Context: an optimization exercise on an open-source flow, tuned for small area. The choices shown serve that exercise and are no tape-out recipe.
RTL that was checked went through simulation tests only; none was proved equivalent to the original.
Power is estimated from default activity; no workload was simulated.

## red
// fetch_stage
module fetch_stage (
    input  wire                         clk_i,
    input  wire                         arst_n_i,
    output logic                        inst_req_o,
    output fetch_pkg::addr_t            inst_index_o,
    input  wire                         inst_index_ok_i,
    input  wire                         inst_data_ok_i,
    input  wire fetch_pkg::block_t      inst_rdata_i,
    output logic                        iq_valid_o,
    input  wire                         iq_ready_i,
    output fetch_pkg::addr_t            iq_pc_o,
    output fetch_pkg::block_t           iq_inst_o,
    output fetch_pkg::lane_mask_t       iq_lane_en_o,
    output logic                        iq_pred_taken_o,
    output fetch_pkg::addr_t            iq_pred_target_o,
    input  wire                         br_update_valid_i,
    input  wire fetch_pkg::addr_t       br_pc_i,
    input  wire                         br_taken_i,
    input  wire fetch_pkg::addr_t       br_target_i,
    input  wire                         br_mispredict_i,
    input  wire                         exc_valid_i,
    input  wire fetch_pkg::addr_t       exc_pc_i
);
    fetch_pkg::addr_t       fetch_pc;
    fetch_pkg::lane_idx_t   last_lane;
    logic                   pred_taken;
    logic                   flush;
    logic                   req_accept;
    logic                   btb_hit;
    fetch_pkg::lane_idx_t   btb_lane;
    fetch_pkg::addr_t       btb_target;
    logic                   pht_taken;
    pc_register u_pc_register (
        .clk_i           (clk_i),
        .arst_n_i        (arst_n_i),
        .req_accept_i    (req_accept),
        .exc_valid_i     (exc_valid_i),
        .exc_pc_i        (exc_pc_i),
        .br_mispredict_i (br_mispredict_i),
        .br_target_i     (br_target_i),
        .btb_hit_i       (btb_hit),
        .btb_lane_i      (btb_lane),
        .btb_target_i    (btb_target),
        .pht_taken_i     (pht_taken),
        .fetch_pc_o      (fetch_pc),
        .last_lane_o     (last_lane),
        .pred_taken_o    (pred_taken),
        .flush_o         (flush)
    );
    branch_target_buffer u_branch_target_buffer (
  ...
==> module pc_register, before the edit <==
module pc_register (
    input  wire                         clk_i,
    input  wire                         arst_n_i,
    input  wire                         req_accept_i,
    input  wire                         exc_valid_i,
    input  wire fetch_pkg::addr_t       exc_pc_i,
    input  wire                         br_mispredict_i,
    input  wire fetch_pkg::addr_t       br_target_i,
    input  wire                         btb_hit_i,
    input  wire fetch_pkg::lane_idx_t   btb_lane_i,
    input  wire fetch_pkg::addr_t       btb_target_i,
    input  wire                         pht_taken_i,     
    output fetch_pkg::addr_t            fetch_pc_o,
    output fetch_pkg::lane_idx_t        last_lane_o,     
    output logic                        pred_taken_o,
    output logic                        flush_o
);
    localparam int unsigned LANE_W = fetch_pkg::LANE_W;
    localparam int unsigned OFS_W  = fetch_pkg::OFS_W;
    fetch_pkg::addr_t       pc_q;
    fetch_pkg::addr_t       seq_pc;
    fetch_pkg::addr_t       pred_target;
    fetch_pkg::addr_t       redirect_pc;
    assign pred_taken_o = btb_hit_i && (btb_lane_i >= pc_q[2 +: LANE_W]) && pht_taken_i;
    assign last_lane_o  = pred_taken_o ? btb_lane_i : {LANE_W{1'b1}};
    assign seq_pc      = {pc_q[32-1:OFS_W] + 1'b1, {OFS_W{1'b0}}};
    assign pred_target = pred_taken_o ? btb_target_i : seq_pc;
    assign flush_o     = exc_valid_i | br_mispredict_i;
    assign redirect_pc = exc_valid_i ? exc_pc_i : br_target_i;   
    logic sel_exc, sel_br, sel_btb, sel_seq, sel_hold;
    fetch_pkg::addr_t pc_d;
    assign sel_exc  = exc_valid_i;
    assign sel_br   = !exc_valid_i && br_mispredict_i;
    assign sel_btb  = !flush_o && req_accept_i && pred_taken_o;
    assign sel_seq  = !flush_o && req_accept_i && !pred_taken_o;
    assign sel_hold = !flush_o && !req_accept_i;
    assign pc_d = ({32{sel_exc}}  & exc_pc_i)     |
                  ({32{sel_br}}   & br_target_i)  |
                  ({32{sel_btb}}  & btb_target_i) |
                  ({32{sel_seq}}  & seq_pc)       |
                  ({32{sel_hold}} & pc_q);
    always_ff @(posedge clk_i or negedge arst_n_i) begin
        if (!arst_n_i) begin
            pc_q <= 32'h0000_1000;
        end else begin
            pc_q <= pc_d;
        end
    end
    assign fetch_pc_o = pc_q;
endmodule
Settings: LEC_CHECK=0, CAP_MARGIN=20, CORE_MARGIN=2, CORE_UTILIZATION=65, PLACE_DENSITY=0.75, SLEW_MARGIN=20; clock period 6.0 ns.
standard.sh (not shown) runs the stock make flow with config.mk's settings and CLKGATE_MAP_FILE= SYNTH_SCRIPT=/design/flow/synth_recipe.tcl, a recipe that flattens the netlist after the stock synthesis.
==> flow/flow/run.sh <==
#!/bin/bash
# The standard layout (standard.sh), with:
#  - an area-oriented ABC script in synthesis (flow/synth.tcl, flow/area.abc)
#  - the smallest buffer on every port
#  - a clock tree without dummy loads
# The make output goes to flow_make.log here; each ORFS step also keeps its
# own log under orfs/logs/.
set -euo pipefail
export AREA_ABC_SCRIPT="$PWD/flow/area.abc"
bash standard.sh \
    "SYNTH_SCRIPT=$PWD/flow/synth.tcl" \
    "BUFFER_PORTS_ARGS=-buffer_cell sky130_fd_sc_hd__buf_1" \
    "CTS_ARGS=-sink_clustering_enable -repair_clock_nets -dont_use_dummy_load -buf_list sky130_fd_sc_hd__clkbuf_8 -sink_clustering_size 16 -sink_clustering_max_diameter 60" \
    finish > flow_make.log 2>&1
==> flow/flow/area.abc <==
&get -n
&st
&syn3
&dch -f
&nf -a -R 1000
&put
==> flow/flow/synth.tcl <==
# The standard synthesis script (synth_recipe.tcl), with ABC's mapping
# script swapped for an area-oriented one. Registers are mapped before ABC
# runs, so they are the standard synthesis's.
proc synth {args} { yosys synth -nofsm -noshare {*}$args }
proc abc {args} {
  set i [lsearch -exact $args -script]
  if {$i >= 0} { lset args [expr {$i + 1}] $::env(AREA_ABC_SCRIPT) }
  yosys abc {*}$args
}
source $::env(SCRIPTS_DIR)/synth.tcl
# left out here: clear keep_hierarchy, flatten, clean up, hide names made inside functions, write 1_2_yosys.v
Inputs modified between red and orange:
diff --git a/flow/design.v b/flow/design.v
--- a/flow/design.v
+++ b/flow/design.v
@@ -75,23 +75,13 @@
     assign pred_target = pred_taken_o ? btb_target_i : seq_pc;
     assign flush_o     = exc_valid_i | br_mispredict_i;
     assign redirect_pc = exc_valid_i ? exc_pc_i : br_target_i;   
-    logic sel_exc, sel_br, sel_btb, sel_seq, sel_hold;
-    fetch_pkg::addr_t pc_d;
-    assign sel_exc  = exc_valid_i;
-    assign sel_br   = !exc_valid_i && br_mispredict_i;
-    assign sel_btb  = !flush_o && req_accept_i && pred_taken_o;
-    assign sel_seq  = !flush_o && req_accept_i && !pred_taken_o;
-    assign sel_hold = !flush_o && !req_accept_i;
-    assign pc_d = ({32{sel_exc}}  & exc_pc_i)     |
-                  ({32{sel_br}}   & br_target_i)  |
-                  ({32{sel_btb}}  & btb_target_i) |
-                  ({32{sel_seq}}  & seq_pc)       |
-                  ({32{sel_hold}} & pc_q);
     always_ff @(posedge clk_i or negedge arst_n_i) begin
         if (!arst_n_i) begin
             pc_q <= 32'h0000_1000;
-        end else begin
-            pc_q <= pc_d;
+        end else if (flush_o) begin
+            pc_q <= redirect_pc;
+        end else if (req_accept_i) begin
+            pc_q <= pred_target;
         end
     end
     assign fetch_pc_o = pc_q;
Results
orange closes out successfully: all stages finished, all timing, DRC and antenna checks passed. In the route summary, orange ends up with a via count exceeding that of red. Compared with red, in orange clock power share went down 0.9 points, final period utilization moved down, area of the core region moved up, total length of routed met2 wires went up 2.3%, total power rose 3.9%. Comparing orange and red, met1 demand-to-capacity share in global routing is higher on red. orange against red: detailed placement HPWL now larger, least setup slack across all paths after layout now larger.
The RTL of orange was laid out without a check of its function.

-- port drivers added, routing unchanged --
Ports are ideal in the flow. The routed layouts listed here were re-timed in OpenROAD.
Step 1 (the two cells are an assumption about what drives the block):
set clk [get_ports {clk_i}]
set_driving_cell -lib_cell sky130_fd_sc_hd__clkbuf_16 $clk
set_driving_cell -lib_cell sky130_fd_sc_hd__buf_2 [delete_from_list [all_inputs] $clk]
Step 2 adds t to the input delays and takes it off the output delays; t is the mean of the earliest and latest rising clock arrival at the registers after step 1. Input paths then give back, and output paths get back, about the clock's delay inside the block.
a / b / c = no drivers / after step 1 / after step 2; a / b = the first two.
| run | t, ns | slack for setup (ns) | hold WS [ns] | worst setup path after step 2 | latest minus earliest clock arrival (ns) |
|---|---|---|---|---|---|
| red | 0.795 | 0.160 / 0.160 / 0.160 | 0.478 / 0.434 / 0.485 | register to register | 0.092 / 0.091 |
| orange | 0.767 | 0.318 / 0.318 / 0.318 | 0.482 / 0.482 / 0.482 | register to register | 0.083 / 0.082 |
After both steps setup and hold are still met in every run listed.
